Background: an optimization exercise with open tools, aiming at small area. Do not read the settings as production practice.
Only simulation tests tie the RTL to the original design; equivalence was not proved.

Design led_pattern_generator, start of the top module:
module led_pattern_generator
(
	input  logic        clk,
	input  logic        arst_n,
	input  logic        cfg_we,
	input  logic [2:0]  cfg_index,
	input  logic [15:0] cfg_wdata,
	input  logic        s_tvalid,
	output logic        s_tready,
	input  logic [31:0] s_tdata,   
	output logic        m_tvalid,
	input  logic        m_tready,
	output logic [23:0] m_tdata    
);
	logic [1:0]  mode;
	logic [23:0] color;
	logic [15:0] interval;
	logic        ramp_restart;
	logic        valid_s1;
	logic [31:0] now_s1;
	logic        valid_s2;
	logic [38:0] prod_s2;
	logic [23:0] color_s2;
	logic [23:0] color_q;
	logic        out_free;
	logic        s2_free;
	logic        s1_go;
	logic        emit;
	logic        load;
	logic [38:0] result;
	assign out_free = !m_tvalid || m_tready;
	assign s2_free  = !valid_s2 || out_free;
	assign s1_go    = valid_s1 && s2_free;
	assign s_tready = !valid_s1 || s2_free;
	always_ff @(posedge clk or negedge arst_n) begin
		if (!arst_n) begin
			valid_s1 <= 1'b0;
		end else if (s_tready) begin
			valid_s1 <= s_tvalid;
		end
	end
	always_ff @(posedge clk) begin
		if (s_tready) begin
			now_s1 <= s_tdata;
		end
	end
	lpg_cfg_regs u_cfg (
		.clk          (clk),
		.arst_n       (arst_n),
		.cfg_we       (cfg_we),
		.cfg_index    (cfg_index),
		.cfg_wdata    (cfg_wdata),
		.mode         (mode),
		.color        (color),
		.interval     (interval),
		.ramp_restart (ramp_restart)
	);
	lpg_core u_core (
		.clk          (clk),
		.arst_n       (arst_n),
		.mode         (mode),
		.color        (color),
		.interval     (interval),
		.ramp_restart (ramp_restart),
		.s1_go        (s1_go),
		.now          (now_s1),
		.emit         (emit),
  ...
export LEC_CHECK = 0
export CAP_MARGIN = 20
export CORE_MARGIN = 2
export CORE_UTILIZATION = 65
export SLEW_MARGIN = 20
create_clock -name core_clock -period 10.0 [get_ports {clk}]
standard.sh (not shown) runs the stock make flow with config.mk's settings and CLKGATE_MAP_FILE= SYNTH_SCRIPT=/design/flow/synth_recipe.tcl, a recipe that flattens the netlist after the stock synthesis.
==> flow/flow/run.sh <==
#!/bin/bash
# Own layout flow: the standard layout (standard.sh) with
#  - synthesis by flow/synth.tcl (the standard script with adder extraction only in the
#    multiplier and with the ABC script flow/area.abc; same registers as the standard
#    synthesis),
#  - port buffers of the smallest buffer cell,
#  - clock tree without dummy loads, from clkbuf_8, in clusters of up to 16 flip-flops.
# The make output goes to flow_make.log in the work folder; ORFS's per-step logs stay under
# orfs/logs/.
set -euo pipefail
W=$(pwd)
export MY_ABC_SCRIPT="$W/flow/area.abc"
export SYNTH_KEEP_MODULES="lpg_scale_mul"
export BUFFER_PORTS_ARGS="-buffer_cell sky130_fd_sc_hd__buf_1"
export CTS_ARGS="-sink_clustering_enable -repair_clock_nets -dont_use_dummy_load -buf_list {sky130_fd_sc_hd__clkbuf_8} -sink_clustering_size 16 -sink_clustering_max_diameter 60"
bash "$W/standard.sh" SYNTH_SCRIPT="$W/flow/synth.tcl" finish > "$W/flow_make.log" 2>&1
==> flow/flow/area.abc <==
strash
&get -n
&fraig -x
&deepsyn -T 60
&put
strash
&get -n
&dch -f
&nf -R 1000
&put
buffer -c
upsize -c
dnsize -c
==> flow/flow/synth.tcl <==
# The standard synthesis script (synth_recipe.tcl), with two changes that touch only the
# combinational logic: Yosys's full/half-adder extraction runs only on the multiplier module
# (kept as a separate module until the final flatten by SYNTH_KEEP_MODULES in run.sh), and
# ABC runs the area-oriented script in $MY_ABC_SCRIPT instead of ORFS's. Registers are mapped by the same
# dfflibmap step as in the standard synthesis, so their names and cell types are unchanged.
proc synth {args} { yosys synth -nofsm -noshare {*}$args }
proc extract_fa {args} { yosys extract_fa {*}$args lpg_scale_mul }
proc abc {args} {
  set i [lsearch $args -script]
  if {$i >= 0} { set args [lreplace $args $i [expr {$i + 1}] -script $::env(MY_ABC_SCRIPT)] }
  yosys abc {*}$args
}
source $::env(SCRIPTS_DIR)/synth.tcl
# left out here: clear keep_hierarchy, flatten, clean up, hide names made inside functions, write 1_2_yosys.v
Next try:
==> flow/flow/area.abc (replaced) <==
strash
&get -n
&fraig -x
&deepsyn -T 60
&put
strash
&get -n
&dch -f
&nf -R 1000
&put
topo
dnsize -c
- final cell count barely changes
- via count increases by 0.58%
- non-clock buffer count increases by 1
- core utilization increases by 0.30 points
- synthesized area decreases by 1.2%
- clock skew hardly moves
- design area hardly moves
- die area decreases by 1.1%


Setup of run A:
Starting RTL as in the previous note.
==> flow/config.mk <==
export PLATFORM = sky130hd
export DESIGN_NAME = led_pattern_generator
export DESIGN_NICKNAME = led_pattern_generator
export VERILOG_FILES = /design/flow/design.v
export SDC_FILE = /design/flow/constraint.sdc
export NUM_CORES = 4
export LEC_CHECK = 0
export CAP_MARGIN = 10
export CORE_MARGIN = 2
export CORE_UTILIZATION = 75
export SLEW_MARGIN = 10
==> flow/constraint.sdc <==
create_clock -name core_clock -period 10.0 [get_ports {clk}]
set_input_delay 2.0000 -clock core_clock [delete_from_list [all_inputs] [get_ports {clk}]]
set_output_delay 2.0000 -clock core_clock [all_outputs]
set_load 0.01 [all_outputs]
==> flow/flow/area.abc <==
strash
&get -n
&fraig -x
&deepsyn -T 60
&put
strash
&get -n
&dch -f
&nf -R 1000
&put
topo
dnsize -c
==> flow/flow/synth.tcl <==
# The standard synthesis script (synth_recipe.tcl), with changes that touch only the
# combinational logic:
#  - the multiplier module is kept separate until the final flatten (SYNTH_KEEP_MODULES in
#    run.sh); Yosys's quick ABC pass inside synth (abc -fast) skips it, and the full/half-adder
#    extraction runs only on it, so the extraction sees its adders as written;
#  - ABC's technology mapping runs the area-oriented script in $MY_ABC_SCRIPT instead of ORFS's.
# Registers are mapped by the same dfflibmap step as in the standard synthesis, so their names
# and cell types are unchanged.
proc synth {args} {
  set i [lsearch -exact $args -run]
  if {$i >= 0 && [string match "fine:*" [lindex $args [expr {$i + 1}]]]} {
    yosys synth -nofsm -noshare -noabc {*}$args
    yosys abc -fast $::env(DESIGN_NAME)
    yosys opt -fast
  } else {
    yosys synth -nofsm -noshare {*}$args
  }
}
proc extract_fa {args} { yosys extract_fa {*}$args lpg_scale_mul }
proc abc {args} {
  set i [lsearch $args -script]
  if {$i >= 0} { set args [lreplace $args $i [expr {$i + 1}] -script $::env(MY_ABC_SCRIPT)] }
  yosys abc {*}$args
}
source $::env(SCRIPTS_DIR)/synth.tcl
# left out here: clear keep_hierarchy, flatten, clean up, hide names made inside functions, write 1_2_yosys.v
Scripts as last shown in full above: flow/flow/run.sh
Relative to run A, the following input files were edited for run B:
==> flow/flow/area.abc <==
strash
&get -n
&fraig -x
&put
scorr
dc2
dretime
strash
&get -n
&dch -f
&nf -R 1000 -a
&put
topo
dnsize -c
==> flow/flow/synth.tcl <==
# The standard synthesis script (synth_recipe.tcl), with two changes that touch only the
# combinational logic: Yosys's full/half-adder extraction runs only on the multiplier module
# (kept as a separate module until the final flatten by SYNTH_KEEP_MODULES in run.sh), and
# ABC runs the area-oriented script in $MY_ABC_SCRIPT instead of ORFS's. Registers are mapped by the same
# dfflibmap step as in the standard synthesis, so their names and cell types are unchanged.
proc synth {args} { yosys synth -nofsm -noshare {*}$args }
proc extract_fa {args} { yosys extract_fa {*}$args lpg_scale_mul }
proc abc {args} {
  set i [lsearch $args -script]
  if {$i >= 0} { set args [lreplace $args $i [expr {$i + 1}] -script $::env(MY_ABC_SCRIPT)] }
  yosys abc {*}$args
}
source $::env(SCRIPTS_DIR)/synth.tcl
# left out here: clear keep_hierarchy, flatten, clean up, hide names made inside functions, write 1_2_yosys.v
Results
Reported for run B and run A, clock-buffer cell count turned out identical to the last digit. Run B vs run A — post-route clock skew dropped 0.022 ns. Compared with run A, in run B die footprint increased about 2%; final worst-path setup slack rose 0.47 ns. Taking run A as the reference, in run B global routing usage on met3 fell 0.97 points, clock latency on the worst-skew pair about even. In the metrics for run B and run A, the one carrying the lower sequential element share of the synthesized area is run B.
Inputs modified between run B and run C:
==> flow/flow/area.abc <==
strash
&get -n
&fraig -x
&deepsyn -T 60
&put
strash
&get -n
&dch -f
&nf -R 1000
&put
topo
dnsize -c
Status: layout overhead on the synthesized area parity (run C, run B). Post-synthesis cell count was higher in the run labelled run B. The met2 capacity usage during global routing of run C falls short of that of run B by 5.3 points. Area inside the core boundary: run C and run B compared, lower one is run C.
For run D, these inputs were changed with respect to run C:
diff --git a/flow/flow/run.sh b/flow/flow/run.sh
--- a/flow/flow/run.sh
+++ b/flow/flow/run.sh
@@ -7 +7 @@
-#  - clock tree without dummy loads, from clkbuf_8, in clusters of up to 16 flip-flops.
+#  - clock tree without dummy loads, from clkbuf_4, in clusters of up to 12 flip-flops.
@@ -15 +15 @@
-export CTS_ARGS="-sink_clustering_enable -repair_clock_nets -dont_use_dummy_load -buf_list {sky130_fd_sc_hd__clkbuf_8} -sink_clustering_size 16 -sink_clustering_max_diameter 60"
+export CTS_ARGS="-sink_clustering_enable -repair_clock_nets -dont_use_dummy_load -buf_list {sky130_fd_sc_hd__clkbuf_4} -sink_clustering_size 12 -sink_clustering_max_diameter 50"
diff --git a/flow/flow/area.abc b/flow/flow/area.abc
--- a/flow/flow/area.abc
+++ b/flow/flow/area.abc
@@ -11 +11,2 @@
-topo
+buffer -c
+upsize -c
diff --git a/flow/config.mk b/flow/config.mk
--- a/flow/config.mk
+++ b/flow/config.mk
@@ -8 +8 @@
-export CAP_MARGIN = 10
+export CAP_MARGIN = 20
@@ -10,2 +10,2 @@
-export CORE_UTILIZATION = 75
-export SLEW_MARGIN = 10
+export CORE_UTILIZATION = 65
+export SLEW_MARGIN = 20
==> summary.txt <==
- Of the two candidates, run C has the worse maximum achievable frequency and run D the better one.
- Synthesized cell count: lower on run C
- For run C, the top metal layer carrying routed signals was met4, unlike run D, where it was met5.
- A endpoint of the worst setup timing path of prod_s2[37] is what run C shows, while prod_s2[11] belongs to run D.


Another version of the RTL of led_pattern_generator (not shown whole).
Size: roughly 1900 cells after synthesis.
==> flow/config.mk <==
export PLATFORM = sky130hd
export DESIGN_NAME = led_pattern_generator
export DESIGN_NICKNAME = led_pattern_generator
export VERILOG_FILES = /design/flow/design.v
export SDC_FILE = /design/flow/constraint.sdc
export NUM_CORES = 4
export LEC_CHECK = 0
export ABC_AREA = 1
export CAP_MARGIN = 20
export CORE_MARGIN = 2
export CORE_UTILIZATION = 65
export CTS_BUF_LIST = sky130_fd_sc_hd__clkbuf_2 sky130_fd_sc_hd__clkbuf_4
export CTS_CLUSTER_SIZE = 20
export SLEW_MARGIN = 20
==> flow/constraint.sdc <==
create_clock -name core_clock -period 10.0 [get_ports {clk}]
set_input_delay 2.0000 -clock core_clock [delete_from_list [all_inputs] [get_ports {clk}]]
set_output_delay 2.0000 -clock core_clock [all_outputs]
set_load 0.01 [all_outputs]
run.sh (not shown) runs the stock make flow with config.mk's settings and CLKGATE_MAP_FILE= SYNTH_SCRIPT=/design/flow/synth_recipe.tcl, a recipe that flattens the netlist after the stock synthesis.
Stock flow here: none of the scripts above is used.
The baseline passed the timing, design-rule and antenna checks.
Edit:
==> flow/flow/run.sh (new file) <==
#!/bin/bash
# Own layout flow: the standard layout (standard.sh) with
#  - synthesis by flow/synth.tcl (the standard script without adder extraction and with the
#    ABC script flow/area.abc; same registers as the standard synthesis),
#  - port buffers of the smallest buffer cell,
#  - clock tree without dummy loads, in clusters of up to 12 flip-flops.
# The make output goes to flow_make.log in the work folder; ORFS's per-step logs stay under
# orfs/logs/.
set -euo pipefail
W=$(pwd)
export MY_ABC_SCRIPT="$W/flow/area.abc"
export BUFFER_PORTS_ARGS="-buffer_cell sky130_fd_sc_hd__buf_1"
export CTS_ARGS="-sink_clustering_enable -repair_clock_nets -dont_use_dummy_load -buf_list {sky130_fd_sc_hd__clkbuf_4 sky130_fd_sc_hd__clkbuf_8 sky130_fd_sc_hd__clkbuf_16} -sink_clustering_size 12 -sink_clustering_max_diameter 50"
bash "$W/standard.sh" SYNTH_SCRIPT="$W/flow/synth.tcl" finish > "$W/flow_make.log" 2>&1
==> flow/flow/area.abc (new file) <==
strash
&get -n
&fraig -x
&put
scorr
dc2
dretime
strash
&get -n
&dch -f
&nf -R 1000
&put
buffer -c
upsize -c
dnsize -c
==> flow/flow/synth.tcl (new file) <==
# The standard synthesis script (synth_recipe.tcl), with two changes that touch only the
# combinational logic: Yosys's full/half-adder extraction is skipped, and ABC runs the
# area-oriented script in $MY_ABC_SCRIPT instead of ORFS's. Registers are mapped by the same
# dfflibmap step as in the standard synthesis, so their names and cell types are unchanged.
proc synth {args} { yosys synth -nofsm -noshare {*}$args }
proc extract_fa {args} { puts "extract_fa skipped" }
proc abc {args} {
  set i [lsearch $args -script]
  if {$i >= 0} { set args [lreplace $args $i [expr {$i + 1}] -script $::env(MY_ABC_SCRIPT)] }
  yosys abc {*}$args
}
source $::env(SCRIPTS_DIR)/synth.tcl
# left out here: clear keep_hierarchy, flatten, clean up, hide names made inside functions, write 1_2_yosys.v
==> flow/standard.sh (new file) <==
#!/bin/bash
# synth_recipe.tcl (not shown) runs the flow's synth.tcl, then flattens the netlist and writes it again
# the make line also repeats each setting of config.mk as NAME=value (left out here)
make -C /OpenROAD-flow-scripts/flow DESIGN_CONFIG=/design/flow/config.mk WORK_HOME=/design/flow/orfs CLKGATE_MAP_FILE= SYNTH_SCRIPT=/design/flow/synth_recipe.tcl "${@:-finish}"
ABC_AREA = not set   (was 1)
CTS_BUF_LIST = not set   (was sky130_fd_sc_hd__clkbuf_2 sky130_fd_sc_hd__clkbuf_4)
CTS_CLUSTER_SIZE = not set   (was 20)
removed: flow/run.sh
Outcome: The new run passed the timing, design-rule and antenna checks. Clock-buffer cell count went down by 72. Synthesized cell count drops by 13%. Design area went down by 15%. Flip-flop and latch count does not change. Die area fell by 12%. Fmax came out higher by 14%. Hold slack gains 0.010 ns. Global-route usage fell by 0.54 points.
Edit:
==> flow/flow/run.sh (replaced) <==
#!/bin/bash
# Own layout flow: the standard layout (standard.sh) with
#  - synthesis by flow/synth.tcl (the standard script without adder extraction and with the
#    ABC script flow/area.abc; same registers as the standard synthesis),
#  - port buffers of the smallest buffer cell,
#  - clock tree without dummy loads, from clkbuf_8, in clusters of up to 16 flip-flops.
# The make output goes to flow_make.log in the work folder; ORFS's per-step logs stay under
# orfs/logs/.
set -euo pipefail
W=$(pwd)
export MY_ABC_SCRIPT="$W/flow/area.abc"
export BUFFER_PORTS_ARGS="-buffer_cell sky130_fd_sc_hd__buf_1"
export CTS_ARGS="-sink_clustering_enable -repair_clock_nets -dont_use_dummy_load -buf_list {sky130_fd_sc_hd__clkbuf_8} -sink_clustering_size 16 -sink_clustering_max_diameter 60"
bash "$W/standard.sh" SYNTH_SCRIPT="$W/flow/synth.tcl" finish > "$W/flow_make.log" 2>&1
Result:
- worst hold slack improves by 0.0060 ns
- worst setup slack degrades by 0.022 ns
- global-route usage came out lower by 0.63 points
- clock skew came out higher by 0.034 ns
- first-iteration DRC count came out lower by 9.6%
- sequential share of layout area came out higher by 0.85 points
- routed wire length came out lower by about 2.5%
Edit:
==> flow/run.sh (new file) <==
#!/bin/bash
# synth_recipe.tcl (not shown) runs the flow's synth.tcl, then flattens the netlist and writes it again
# the make line also repeats each setting of config.mk as NAME=value (left out here)
make -C /OpenROAD-flow-scripts/flow DESIGN_CONFIG=/design/flow/config.mk WORK_HOME=/design/flow/orfs CLKGATE_MAP_FILE= SYNTH_SCRIPT=/design/flow/synth_recipe.tcl finish
ABC_AREA = 1   (was not set)
CORE_UTILIZATION = 40   (was 65)
CTS_BUF_LIST = sky130_fd_sc_hd__clkbuf_4 sky130_fd_sc_hd__clkbuf_8   (was not set)
removed: flow/flow/run.sh
removed: flow/flow/area.abc
removed: flow/flow/synth.tcl
removed: flow/standard.sh
Outcome:
- sequential cell count stays the same
- design area came out higher by 23%
- area after synthesis came out higher by 14%
- final cell count came out higher by 28%
- utilization came out lower by 24 points
- clock-buffer cell count came out higher by 50
- non-clock buffer count came out lower by 3
- die area came out higher by 82%
- routed wire length came out higher by 17%

==> static timing again, ports no longer ideal <==
Ports are ideal in the flow. The routed layouts listed here were re-timed in OpenROAD. Step 1 sets driving cells, clkbuf_16 on the clock port and buf_2 on the other inputs (assumed; they add their load-dependent delay and slew). Step 2 adds t to the input delays and takes it off the output delays; t is the mean of the earliest and latest rising clock arrival at the registers after step 1. Input paths then give back, and output paths get back, about the clock's delay inside the block. a / b / c = ideal ports / drivers / drivers and shift; a / b = the first two.
run | shift t [ns] | setup slack, ns | latest minus earliest clock arrival (ns) | cell pins on the clock port's net
the first run of note 1 | 0.536 | 1.523 / 1.523 / 1.523 | 0.040 / 0.041 | 1
the second run of note 1 | 0.556 | 1.056 / 1.056 / 1.056 | 0.040 / 0.040 | 1
run A | 0.544 | 0.913 / 0.913 / 0.913 | 0.061 / 0.061 | 1
run B | 0.556 | 1.383 / 1.383 / 1.383 | 0.037 / 0.038 | 1
run C | 0.553 | 0.644 / 0.644 / 0.644 | 0.045 / 0.045 | 1
run D | 0.667 | 1.586 / 1.586 / 1.586 | 0.081 / 0.081 | 1
the first run of note 3 | 0.736 | 1.001 / 1.001 / 1.001 | 0.038 / 0.039 | 1
the second run of note 3 | 0.552 | 2.108 / 2.108 / 2.108 | 0.033 / 0.033 | 1
the third run of note 3 | 0.553 | 2.086 / 2.086 / 2.086 | 0.067 / 0.066 | 1
the fourth run of note 3 | 0.643 | 1.084 / 1.084 / 1.084 | 0.019 / 0.019 | 1
After both steps setup and hold are still met in every run listed.
